Background: an optimization exercise with open tools, aiming at a short achievable clock period and few clock cycles. Do not read the settings as production practice.
In this exercise RTL edits were held to simulation tests only and were not proved equivalent to the original.
Power is estimated from default activity; no workload was simulated.

<file path="flow/design.v">
package cpuPkg;
    typedef enum logic [8-1:0] {
        NOP      = 8'h00,
        ENDOP    = 8'h01,
        CLAC     = 8'h02,
        LDIAC    = 8'h03,
        LDAC     = 8'h04,
        STR      = 8'h05,
        STIR     = 8'h06,
        JUMP     = 8'h07,
        JMPNZ    = 8'h08,
        JMPZ     = 8'h09,
        MUL      = 8'h0A,
        ADD      = 8'h0B,
        SUB      = 8'h0C,
        INCAC    = 8'h0D,
        MV_RL_AC = 8'h1F,  
        MV_RP_AC = 8'h2F,
        MV_RQ_AC = 8'h3F,
        MV_RC_AC = 8'h4F,
        MV_R_AC  = 8'h5F,
        MV_R1_AC = 8'h6F,
        MV_AC_RP = 8'h7F,
        MV_AC_RQ = 8'h8F,
        MV_AC_RL = 8'h9F
    } opcodeT;
    typedef enum logic [5:0] {
        IDLE, FETCH1, FETCH2, NOP1, ENDOP1, CLAC1,
        LDIAC1, LDIAC2, LDIAC3, LDIAC4, LDAC1, LDAC2, LDAC3,
        STR1, STR2, STIR1, STIR2, STIR3, JUMP1, JUMP2, SKIP1,
        MUL1, ADD1, SUB1, INCAC1,
        MV_RL_AC1, MV_RP_AC1, MV_RQ_AC1, MV_RC_AC1, MV_R_AC1, MV_R1_AC1,
        MV_AC_RP1, MV_AC_RQ1, MV_AC_RL1
    } stateT;
    typedef enum logic [2:0] {
        ALU_CLR, ALU_PASS, ALU_ADD, ALU_SUB, ALU_MUL, ALU_INC, ALU_IDLE
    } aluOpT;
    typedef enum logic [3:0] {
        BUS_DMEM, BUS_R, BUS_IR, BUS_RL, BUS_RC, BUS_RP, BUS_RQ, BUS_R1, BUS_AC, BUS_NONE
    } busSelT;
    typedef struct packed {
        logic ar;
        logic r;
        logic pc;
        logic ir;
        logic rl;
        logic rc;
        logic rp;
        logic rq;
        logic r1;
        logic ac;
    } regWrT;
    typedef struct packed {
        logic pc;
        logic rc;
        logic rp;
        logic rq;
    } regIncT;
    typedef struct packed {
        aluOpT  aluOp;
        regWrT  wr;
        regIncT inc;
        busSelT busSel;
        logic   dmemWe;
        logic   zWe;
    } ctrlWordT;
    typedef logic [12-1:0] dataWordT;
    typedef struct packed {
        logic                   imemWe;
        logic                   dmemWe;
        logic [8-1:0] addr;
        dataWordT               data;  
    } hostReqT;
endpackage
`timescale 1ns/1ps
module fastAdd #(
    parameter int N = 12
) (
    input  logic [N-1:0] a,
    input  logic [N-1:0] b,
    input  logic         cin,
    output logic [N-1:0] s
);
    localparam int L = $clog2(N);
    logic [L:0][N-1:0] g, p;
    assign g[0] = a & b;
    assign p[0] = a ^ b;
    for (genvar k = 0; k < L; k++) begin : g_lvl
        for (genvar i = 0; i < N; i++) begin : g_bit
            if ((i >> k) % 2 == 1) begin : g_join
                localparam int J = ((i >> (k + 1)) << (k + 1)) + (1 << k) - 1;
                assign g[k+1][i] = g[k][i] | (p[k][i] & g[k][J]);
                assign p[k+1][i] = p[k][i] & p[k][J];
            end else begin : g_pass
                assign g[k+1][i] = g[k][i];
                assign p[k+1][i] = p[k][i];
            end
        end
    end
    logic [N-1:0] c;
    assign c[0] = cin;
    for (genvar i = 1; i < N; i++) begin : g_carry
        assign c[i] = g[L][i-1] | (p[L][i-1] & cin);
    end
    assign s = p[0] ^ c;
endmodule
module boothDigits (
    input  logic [11:0]     y,
    output logic [5:0][2:0] d
);
    for (genvar j = 0; j < 6; j++) begin : g_dig
        wire y2 = y[2*j+1];
        wire y1 = y[2*j];
        wire y0 = (j == 0) ? 1'b0 : y[(j == 0) ? 0 : 2*j-1];
        assign d[j][0] = y1 ^ y0;
        assign d[j][1] = (y2 & ~y1 & ~y0) | (~y2 & y1 & y0);
        assign d[j][2] = y2;
    end
endmodule
module boothMul (
    input  logic [11:0]     x,
    input  logic [5:0][2:0] d,
    output logic [11:0]     p
);
    logic [5:0][11:0] row;
    logic [12:0]      x2;
    assign x2 = {x, 1'b0};
    for (genvar j = 0; j < 5; j++) begin : g_row
        for (genvar i = 0; i < 12; i++) begin : g_bit
            if (i < 2 * j) begin : g_lo
                assign row[j][i] = 1'b0;
            end else begin : g_hi
                wire sel = (d[j][0] & x[i-2*j]) | (d[j][1] & x2[i-2*j]);
                assign row[j][i] = sel ^ d[j][2];
            end
        end
    end
    wire [1:0] s5 = ({2{d[5][0]}} & x[1:0]) | ({2{d[5][1]}} & {x[0], 1'b0});
    wire [1:0] v5 = s5 ^ {2{d[5][2]}};
    wire [1:0] t5 = {v5[1] ^ (v5[0] & d[5][2]), v5[0] ^ d[5][2]};
    assign row[5] = {t5, 1'b0, d[4][2], 1'b0, d[3][2], 1'b0, d[2][2], 1'b0, d[1][2], 1'b0, d[0][2]};
    logic [11:0] s1, c1, s2, c2, s3, c3, s4, c4;
    assign s1 = row[0] ^ row[1] ^ row[2];
    assign c1 = {((row[0] & row[1]) | (row[0] & row[2]) | (row[1] & row[2])), 1'b0};
    assign s2 = row[3] ^ row[4] ^ row[5];
    assign c2 = {((row[3] & row[4]) | (row[3] & row[5]) | (row[4] & row[5])), 1'b0};
    assign s3 = s1 ^ c1 ^ s2;
    assign c3 = {((s1 & c1) | (s1 & s2) | (c1 & s2)), 1'b0};
    assign s4 = s3 ^ c3 ^ c2;
    assign c4 = {((s3 & c3) | (s3 & c2) | (c3 & c2)), 1'b0};
    fastAdd #(12) uFinal (.a(s4), .b(c4), .cin(1'b0), .s(p));
endmodule
module muxTree #(
    parameter int W = 12,
    parameter int S = 8
) (
    input  logic [(1<<S)-1:0][W-1:0] d,
    input  logic [S-1:0]             sel,
    output logic [W-1:0]             y
);
    logic [(2<<S)-1:1][W-1:0] t;
    for (genvar i = 0; i < (1 << S); i++) begin : g_leaf
        assign t[(1 << S) + i] = d[i];
    end
    for (genvar k = 0; k < S; k++) begin : g_lvl
        for (genvar n = (1 << k); n < (2 << k); n++) begin : g_node
            assign t[n] = sel[S-1-k] ? t[2*n+1] : t[2*n];
        end
    end
    assign y = t[1];
endmodule
`timescale 1ns/1ps
module imemWindow (
    input  logic [255:0][8:0] mem,
    input  logic [7:0]        addr,
    output logic [7:0][8:0]   win
);
    logic [31:0][7:0][8:0] chunk;
    logic [31:0][7:0][8:0] chunkNext;   
    assign chunk = mem;
    for (genvar i = 0; i < 32; i++) begin : g_next
        assign chunkNext[i] = chunk[(i + 1) % 32];
    end
    logic [7:0][8:0] cur, nxt;
    muxTree #(.W(72), .S(5)) uCur (.d(chunk),     .sel(addr[7:3]), .y(cur));
    muxTree #(.W(72), .S(5)) uNxt (.d(chunkNext), .sel(addr[7:3]), .y(nxt));
    logic [15:0][8:0] bytes;
    assign bytes = {nxt, cur};
    for (genvar k = 0; k < 8; k++) begin : g_win
        muxTree #(.W(9), .S(3)) uByte (.d(bytes[k+7:k]), .sel(addr[2:0]), .y(win[k]));
    end
endmodule
`timescale 1ns/1ps
module processorTop (
    input  logic        clk,
    input  logic        reset,
    input  logic        start,
    input  logic        hostImemWe,
    input  logic        hostDmemWe,
    input  logic [7:0]  hostAddr,
    input  logic [11:0] hostData,
    output logic [11:0] hostRdata,
    output logic        ready,
    output logic        done
);
    localparam logic [7:0] NOP = 8'h00, ENDOP = 8'h01, CLAC = 8'h02,
        LDIAC = 8'h03, LDAC = 8'h04, STR = 8'h05, STIR = 8'h06, JUMP = 8'h07,
        JMPNZ = 8'h08, JMPZ = 8'h09, MUL = 8'h0A, ADD = 8'h0B, SUB = 8'h0C,
        INCAC = 8'h0D, MV_RL_AC = 8'h1F, MV_RP_AC = 8'h2F, MV_RQ_AC = 8'h3F,
        MV_RC_AC = 8'h4F, MV_R_AC = 8'h5F, MV_R1_AC = 8'h6F, MV_AC_RP = 8'h7F,
        MV_AC_RQ = 8'h8F, MV_AC_RL = 8'h9F;
    logic [255:0][8:0]  im;
    logic [255:0][11:0] dm;
    logic        idle, running, fin;
    logic [7:0]  pc, pc8;          
    logic [7:0][8:0] w;            
    logic [11:0] ac, r, rl, rc, rp, rq;
    logic        zv;               
    logic [5:0][2:0] r1d;          
    logic        guess, guessNz;
    logic [7:0][8:0] ftWin;
    logic [7:0]  ftPc, ftPc8;
    assign ready = idle;
    assign done  = fin;
    logic [7:0][7:0] b;
    for (genvar k = 0; k < 8; k++) begin : g_b
        assign b[k] = w[k][7:0];
    end
    logic [7:0] mvTo, jcc;
    for (genvar k = 0; k < 8; k++) begin : g_cls
        assign mvTo[k] = (b[k][3:0] == 4'hF) & (b[k][7:4] >= 4'h1) & (b[k][7:4] <= 4'h6);
        assign jcc[k]  = (b[k] == JUMP) | (b[k] == JMPNZ) | (b[k] == JMPZ);
    end
    wire isClac  = (b[0] == CLAC);
    wire isLdiac = (b[0] == LDIAC);
    wire isLdac  = (b[0] == LDAC);
    wire isStr   = (b[0] == STR);
    wire isStir  = (b[0] == STIR);
    wire isJump  = (b[0] == JUMP);
    wire isJnz   = (b[0] == JMPNZ);
    wire isJz    = (b[0] == JMPZ);
    wire isMul   = (b[0] == MUL);
    wire isAdd   = (b[0] == ADD);
    wire isSub   = (b[0] == SUB);
    wire isInc   = (b[0] == INCAC);
    wire isAcRp  = (b[0] == MV_AC_RP);
    wire isAcRq  = (b[0] == MV_AC_RQ);
    wire isAcRl  = (b[0] == MV_AC_RL);
    wire isMv0   = mvTo[0];
    wire isAcFrom = isAcRp | isAcRq | isAcRl;
    wire b1Stir  = (b[1] == STIR);
    wire b1Ldac  = (b[1] == LDAC);
    wire b1Ldiac = (b[1] == LDIAC);
    wire b1Clac  = (b[1] == CLAC);
    wire b1AcRp  = (b[1] == MV_AC_RP);
    wire b1AcRq  = (b[1] == MV_AC_RQ);
    wire b1AcRl  = (b[1] == MV_AC_RL);
    wire b1MvTo  = mvTo[1] && (b[1][7:4] != 4'h6);    
    wire b2Ldiac = (b[2] == LDIAC);
    wire b2Ldac  = (b[2] == LDAC);
    wire b2MvTo  = mvTo[2];
    wire b3Ldiac = (b[3] == LDIAC);
    wire b3AcRp  = (b[3] == MV_AC_RP);
    wire b3AcRq  = (b[3] == MV_AC_RQ);
    wire b4Ldac  = (b[4] == LDAC);
    wire b5Sub   = (b[5] == SUB);
    wire b6Jump  = (b[6] == JUMP);
    wire b6Jnz   = (b[6] == JMPNZ);
    wire alu0     = isAdd | isSub | isInc | isClac | isAcFrom;
    wire gC       = alu0 & b1Stir & b3Ldiac & b5Sub & jcc[6];
    wire gAluStLd = alu0 & b1Stir & b3Ldiac & ~gC;
    wire gAluSt   = alu0 & b1Stir & ~b3Ldiac;
    wire gAluBr   = (isSub | isInc | isClac | isAcFrom) & jcc[1];
    wire gStLd    = isStir & b2Ldiac;
    wire gMvMvLd  = isMv0 & (b1AcRp | b1AcRq) & b2Ldac;
    wire gMvMv    = isMv0 & (b1AcRp | b1AcRq | b1AcRl) & ~gMvMvLd;
    wire gMvLdi   = isMv0 & b1Ldiac;
    wire gMvClac  = isMv0 & b1Clac;
    wire gMvSt    = isMv0 & b1Stir;
    wire gLd2     = (isAcRp | isAcRq) & b1Ldac & b2MvTo & (b3AcRp | b3AcRq) & b4Ldac &
                    ~(b3AcRp & (b[2][7:4] == 4'h2)) & ~(b3AcRq & (b[2][7:4] == 4'h3));
    wire gMvLd    = (isAcRp | isAcRq) & b1Ldac & ~gLd2;
    wire gMulMvLd = isMul & b1MvTo & b2Ldiac;
    wire gMulMv   = isMul & b1MvTo & ~b2Ldiac;
    wire grouped  = gC | gAluStLd | gAluSt | gAluBr | gStLd | gMvMvLd | gMvMv | gMvLdi |
                    gMvClac | gMvSt | gLd2 | gMvLd | gMulMvLd | gMulMv;
    wire sLdiac = ~grouped & isLdiac;
    wire sLdac  = ~grouped & isLdac;
    wire sStr   = ~grouped & isStr;
    wire sStir  = ~grouped & isStir;
    wire sJmp   = ~grouped & (isJump | isJnz | isJz);
    wire sMul   = ~grouped & isMul;
    wire sAlu   = ~grouped & alu0;
    wire sMvTo  = ~grouped & isMv0;
    wire zf = zv & (ac == 12'd0);
    wire squash = guess & (guessNz ? zf : ~zf);
    wire exec   = running & ~squash;
    logic [11:0] sumAdd, sumSub, sumInc;
    fastAdd #(12) uAdd (.a(ac), .b(r),   .cin(1'b0), .s(sumAdd));
    fastAdd #(12) uSub (.a(ac), .b(~rc), .cin(1'b1), .s(sumSub));
    fastAdd #(12) uInc (.a(ac), .b('0),  .cin(1'b1), .s(sumInc));
    logic [11:0] f;
    always_comb begin
        if (isAdd)       f = sumAdd;
        else if (isSub)  f = sumSub;
        else if (isInc)  f = sumInc;
        else if (isAcRp) f = rp;
        else if (isAcRq) f = rq;
        else if (isAcRl) f = rl;
        else             f = 12'd0;   
    end
    wire fz = isSub  ? (ac == rc) :
              isInc  ? (ac == 12'hFFF) :
              isAcRp ? (rp == 12'd0) :
              isAcRq ? (rq == 12'd0) :
              isAcRl ? (rl == 12'd0) : 1'b1;
    logic [11:0] prod;
    boothMul uMul (.x(ac), .d(r1d), .p(prod));
    logic [11:0] rdB1, rdB2, rdB3, rdB4, rdAc, rdRp, rdRq;
    muxTree #(.W(12), .S(8)) uRdB1 (.d(dm), .sel(b[1]),    .y(rdB1));
    muxTree #(.W(12), .S(8)) uRdB2 (.d(dm), .sel(b[2]),    .y(rdB2));
    muxTree #(.W(12), .S(8)) uRdB3 (.d(dm), .sel(b[3]),    .y(rdB3));
    muxTree #(.W(12), .S(8)) uRdB4 (.d(dm), .sel(b[4]),    .y(rdB4));
    muxTree #(.W(12), .S(8)) uRdAc (.d(dm), .sel(ac[7:0]), .y(rdAc));
    muxTree #(.W(12), .S(8)) uRdRp (.d(dm), .sel(rp[7:0]), .y(rdRp));
    muxTree #(.W(12), .S(8)) uRdRq (.d(dm), .sel(rq[7:0]), .y(rdRq));
    logic [11:0] cMemSub, cFwdSub;
    fastAdd #(12) uCMem (.a(rdB4), .b(~rc), .cin(1'b1), .s(cMemSub));
    fastAdd #(12) uCFwd (.a(f),    .b(~rc), .cin(1'b1), .s(cFwdSub));
    wire [3:0] yTo  = b[0][7:4];    
    wire alias1 = (b1AcRp & (yTo == 4'h2)) | (b1AcRq & (yTo == 4'h3)) | (b1AcRl & (yTo == 4'h1));
    wire [11:0] mvSrc1 = b1AcRp ? rp : b1AcRq ? rq : rl;
    wire [11:0] rdX1   = b1AcRp ? rdRp : rdRq;
    wire [11:0] rdX0   = isAcRp ? rdRp : rdRq;
    wire [11:0] rdY3   = b3AcRp ? rdRp : rdRq;
    logic [11:0] acN;
    logic        acWe;
    always_comb begin
        acWe = 1'b1;
        acN  = ac;
        if (gC)           acN = (b[4] == b[2]) ? cFwdSub : cMemSub;
        else if (gAluStLd) acN = (b[4] == b[2]) ? f : rdB4;
        else if (gAluSt | gAluBr | sAlu) acN = f;
        else if (gStLd)   acN = (b[3] == b[1]) ? ac : rdB3;
        else if (gMvMvLd) acN = alias1 ? rdAc : rdX1;
        else if (gMvMv)   acN = alias1 ? ac : mvSrc1;
        else if (gMvLdi)  acN = rdB2;
        else if (gMvClac) acN = 12'd0;
        else if (gMvLd)   acN = rdX0;
        else if (gLd2)    acN = rdY3;
        else if (gMulMvLd) acN = rdB3;
        else if (gMulMv | sMul) acN = prod;
        else if (sLdiac)  acN = rdB1;
        else if (sLdac)   acN = rdAc;
        else              acWe = 1'b0;
    end
    wire        mvFromAc  = sMvTo | gMvMvLd | gMvMv | gMvLdi | gMvClac | gMvSt;
    wire        mvFromMul = gMulMv | gMulMvLd;
    wire [3:0]  mvReg     = mvFromMul ? b[1][7:4] : gLd2 ? b[2][7:4] : b[0][7:4];
    wire        mvWe      = mvFromAc | mvFromMul | gLd2;
    wire [11:0] mvVal     = mvFromMul ? prod : gLd2 ? rdX0 : ac;
    wire        incs      = sMul | mvFromMul;
    logic [11:0] rcInc, rpInc, rqInc;
    fastAdd #(12) uIncRc (.a(rc), .b('0), .cin(1'b1), .s(rcInc));
    fastAdd #(12) uIncRp (.a(rp), .b('0), .cin(1'b1), .s(rpInc));
    fastAdd #(12) uIncRq (.a(rq), .b('0), .cin(1'b1), .s(rqInc));
    logic [5:0][2:0] r1dN;
    boothDigits uR1 (.y(mvVal), .d(r1dN));
    wire        pWe = sStr | sStir | gStLd | gAluSt | gAluStLd | gC | gMvSt;
    wire        stB1 = sStir | gStLd;            
    wire [7:0]  pWa = sStr ? ac[7:0] : stB1 ? b[1] : b[2];
    wire [11:0] pWd = sStr ? r : (stB1 | gMvSt) ? ac : f;
    wire condZ  = gAluBr ? ~(b[1] == JMPNZ) : ~isJnz;   
    wire flag   = gAluBr ? fz : zf;
    wire jAlways = gAluBr ? (b[1] == JUMP) : isJump;
    wire takenX = (sJmp | gAluBr) & (jAlways | (flag == condZ));
    wire takeC  = gC;
    wire guessN = exec & gC & ~b6Jump;
    logic [3:0] len;
    always_comb begin
        if (gC)                                 len = 4'd8;
        else if (gAluStLd | gLd2)               len = 4'd5;
        else if (gStLd | gMulMvLd)              len = 4'd4;
        else if (gAluSt | gAluBr | gMvMvLd | gMvLdi | gMvSt) len = 4'd3;
        else if (gMvMv | gMvLd | gMulMv | gMvClac | sLdiac | sStir | sJmp) len = 4'd2;
        else                                    len = 4'd1;
    end
    logic [7:0][8:0] rdSeq, rdT1, rdT2, rdT7;
    imemWindow uSeq (.mem(im), .addr(pc8),  .win(rdSeq));
    imemWindow uT1  (.mem(im), .addr(b[1]), .win(rdT1));
    imemWindow uT2  (.mem(im), .addr(b[2]), .win(rdT2));
    imemWindow uT7  (.mem(im), .addr(b[7]), .win(rdT7));
    logic [15:0][8:0] seqBytes;
    assign seqBytes = {rdSeq, w};
    logic [8:1][7:0] pcPlus, pc8Plus;
    for (genvar k = 1; k <= 8; k++) begin : g_pcp
        fastAdd #(8) uPc  (.a(pc),  .b(8'(k)), .cin(1'b0), .s(pcPlus[k]));
        fastAdd #(8) uPc8 (.a(pc8), .b(8'(k)), .cin(1'b0), .s(pc8Plus[k]));
    end
    logic [7:0] b1p8, b2p8, b7p8;
    fastAdd #(8) uB1p8 (.a(b[1]), .b(8'd8), .cin(1'b0), .s(b1p8));
    fastAdd #(8) uB2p8 (.a(b[2]), .b(8'd8), .cin(1'b0), .s(b2p8));
    fastAdd #(8) uB7p8 (.a(b[7]), .b(8'd8), .cin(1'b0), .s(b7p8));
    logic [7:0][8:0] nw;
    logic [7:0] npc, npc8;
    always_comb begin
        if (idle) begin
            nw = im[7:0]; npc = 8'd0; npc8 = 8'd8;
        end else if (squash) begin
            nw = ftWin; npc = ftPc; npc8 = ftPc8;
        end else if (takeC) begin
            nw = rdT7; npc = b[7]; npc8 = b7p8;
        end else if (takenX) begin
            nw   = gAluBr ? rdT2 : rdT1;
            npc  = gAluBr ? b[2] : b[1];
            npc8 = gAluBr ? b2p8 : b1p8;
        end else begin
            case (len)
                4'd1: begin nw = seqBytes[8:1];  npc = pcPlus[1]; npc8 = pc8Plus[1]; end
                4'd2: begin nw = seqBytes[9:2];  npc = pcPlus[2]; npc8 = pc8Plus[2]; end
                4'd3: begin nw = seqBytes[10:3]; npc = pcPlus[3]; npc8 = pc8Plus[3]; end
                4'd4: begin nw = seqBytes[11:4]; npc = pcPlus[4]; npc8 = pc8Plus[4]; end
                4'd5: begin nw = seqBytes[12:5]; npc = pcPlus[5]; npc8 = pc8Plus[5]; end
                default: begin nw = seqBytes[15:8]; npc = pcPlus[8]; npc8 = pc8Plus[8]; end
            endcase
        end
    end
    wire nEnd  = nw[0][8] & ~guessN;
    wire endHere = exec & w[0][8];
    always_ff @(posedge clk) begin
        if (reset) begin
            idle <= 1'b1; running <= 1'b0; fin <= 1'b0;
            pc <= '0; pc8 <= '0; w <= '0;
            ac <= '0; r <= '0; rl <= '0; rc <= '0; rp <= '0; rq <= '0;
            zv <= 1'b0;
            r1d <= '0;
            guess <= 1'b0; guessNz <= 1'b0;
            ftWin <= '0; ftPc <= '0; ftPc8 <= '0;
        end else begin
            if ((idle & start) | running) begin
                idle <= 1'b0;
                running <= ~(nEnd | endHere);
                fin <= nEnd | endHere;
            end
            if (idle | running) begin
                pc <= npc; pc8 <= npc8; w <= nw;
                guess <= guessN;
                guessNz <= b6Jnz;
                ftWin <= rdSeq; ftPc <= pcPlus[8]; ftPc8 <= pc8Plus[8];
            end
            if (exec) begin
                if (acWe) begin
                    ac <= acN;
                    zv <= 1'b1;
                end
                if (mvWe & (mvReg == 4'h1)) rl <= mvVal;
                if (mvWe & (mvReg == 4'h5)) r  <= mvVal;
                if (mvWe & (mvReg == 4'h6)) r1d <= r1dN;
                if (mvWe & (mvReg == 4'h4)) rc <= mvVal;
                else if (incs)              rc <= rcInc;
                if (mvWe & (mvReg == 4'h2)) rp <= mvVal;
                else if (incs)              rp <= rpInc;
                if (mvWe & (mvReg == 4'h3)) rq <= mvVal;
                else if (incs)              rq <= rqInc;
            end
        end
    end
    wire        dWe = idle ? hostDmemWe : (exec & pWe);
    wire [7:0]  dWa = idle ? hostAddr   : pWa;
    wire [11:0] dWd = idle ? hostData   : pWd;
    wire        hEnd = (hostData[7:0] == ENDOP);
    for (genvar i = 0; i < 256; i++) begin : g_mem
        always_ff @(posedge clk) begin
            if (dWe && dWa == 8'(i)) dm[i] <= dWd;
            if (hostImemWe && hostAddr == 8'(i)) im[i] <= {hEnd, hostData[7:0]};
        end
    end
    logic [11:0] hostRd;
    muxTree #(.W(12), .S(8)) uRdHost (.d(dm), .sel(hostAddr), .y(hostRd));
    always_ff @(posedge clk) begin
        hostRdata <= hostRd;
    end
endmodule
</file>
<file path="flow/run.sh">
#!/bin/bash
# synth_recipe.tcl (not shown) runs the flow's synth.tcl, then flattens the netlist and writes it again
# the make line also repeats each setting of config.mk as NAME=value (left out here)
make -C /OpenROAD-flow-scripts/flow DESIGN_CONFIG=/design/flow/config.mk WORK_HOME=/design/flow/orfs CLKGATE_MAP_FILE= SYNTH_SCRIPT=/design/flow/synth_recipe.tcl finish
</file>
<file path="flow/config.mk">
export PLATFORM = sky130hd
export DESIGN_NAME = processorTop
export DESIGN_NICKNAME = processorTop
export VERILOG_FILES = /design/flow/design.v
export SDC_FILE = /design/flow/constraint.sdc
export NUM_CORES = 4
export LEC_CHECK = 0
export CAP_MARGIN = 40
export CORE_MARGIN = 2
export CORE_UTILIZATION = 40
export PLACE_DENSITY = 0.55
export SETUP_SLACK_MARGIN = 5
export SLEW_MARGIN = 40
</file>
<file path="flow/constraint.sdc">
create_clock -name core_clock -period 9.0 [get_ports {clk}]
set_input_delay 1.8000 -clock core_clock [delete_from_list [all_inputs] [get_ports {clk}]]
set_output_delay 1.8000 -clock core_clock [all_outputs]
set_load 0.01 [all_outputs]
</file>
==> flow_summary.ini <==
[synth]
ys_warn_count = 1
synth_fp_nets = 35780
syn-cell-area_um2 = 536400
avgSynthCellArea_um2 = 15.05
ys_ff_latch = 5644
netlist_instances = 35630
async_reset_ff_share_pct = 0
ys.flop_type = edfxtp_1
synth-edff-count = 5376
seq_area_frac_synth_pct = 31.09
synth_cell_types = 132

[clock_tree]
clock_sinks = 5644
cts_buffers = 724
clockRootBuffer = clkbuf_16
hold_buffers = 0
htree_levels = 6
cts_buffer_depth = 5

[global_routing]
grt-ovfl-total = 2
grt_use_total_pct = 67.01
grt_max_degree = 162

[placed_design]
dpl-instance-area_um2 = 577800
dpl.hpwl_mm = 2982
portBuffers = 38
place.gp.congestion = 1.185

[die]
row_count = 425
die_x_mm = 1.162
io_pins = 39
die_h_mm = 1.162
floorplan.initialDensity_pct = 40.09

[outcome]
status = stopped before the end
stop_stage = 5_1_grt
error = [ERROR GRT-0232] Routing congestion too high. Check the congestion heatmap in the GUI.
[repair_timing]
action                                  4_1_cts
resized for setup                          4564
pin swaps                                   678
endpoints found under the setup margin     6647
buffers inserted                           1887
hold endpoints to repair                      0
cloned                                      589
[cells in the mapped netlist (all sizes together), types with 96 or more instances]
cell type	number	area share, %
a21oi	922	0.86
o22ai	656	0.77
inv	138	0.097
mux2	435	0.91
nand4	112	0.13
clkbuf	1401	1.0
a31oi	184	0.22
nor2b	122	0.14
nand2	1767	1.2
nand3	392	0.37
a221oi	442	0.73
o221ai	351	0.58
ha	104	0.24
mux2i	3029	5.7
dfxtp	268	1.0
a22oi	734	1.0
a211oi	296	0.42
buf	2805	3.3
nor4	105	0.14
o211ai	260	0.36
nand2b	96	0.11
mux4	10800	45
nor3	287	0.27
o21ai	848	0.80
a221o	98	0.18
nor2	1894	1.3
a22o	172	0.28
edfxtp	5376	30
[per-stage QoR]
stage	instances	setup slack [ns]	util (%)	hold slack (ns)	total power [µW]
after floorplan	35630	3.058	-	0.4268	38570
after CTS	56240	3.157	49.36	0.4530	82400
after global placement	52080	0.4737	42.47	0.4399	47410
after detailed placement	52430	1.362	43.18	0.4466	47750
[cell families after synthesis]
group	Yosys count	synth area share, %
mux	14260	51.92
xor+xnor	127	0.2125
fa+ha+maj	127	0.3284
simple gates	5217	4.306
flops	5644	31.09
compound gates	5894	7.749
buf+inv	4362	4.392
[worst min path at each step]
stage	startpoint	to	depth (start not counted)	slack, ns
3_5_place_dp	ftPc8[4]$_SDFFE_PP0P_	ftPc8[4]$_SDFFE_PP0P_	2	0.45
4_1_cts	ftPc8[4]$_SDFFE_PP0P_	ftPc8[4]$_SDFFE_PP0P_	2	0.45
3_3_place_gp	ftWin[3]$_SDFFE_PP0P_	ftWin[3]$_SDFFE_PP0P_	2	0.44
2_1_floorplan	ftWin[30]$_SDFFE_PP0P_	ftWin[30]$_SDFFE_PP0P_	2	0.43
[power by group through the flow]
stage	registers [µW]	logic (µW)	clock network (µW)
after floorplan	29700	8880	0
after global placement	29900	17500	0
after detailed placement	29800	17900	0
after CTS	29200	21200	32000
[routing by layer]
layer	global-route usage, %	overflow
met5	24.25	0
met4	71.35	0
met3	51.35	1
met2	82.88	1
met1	65.63	0
Testbench counts, summed over its fixed seeds: cycles 4,615.
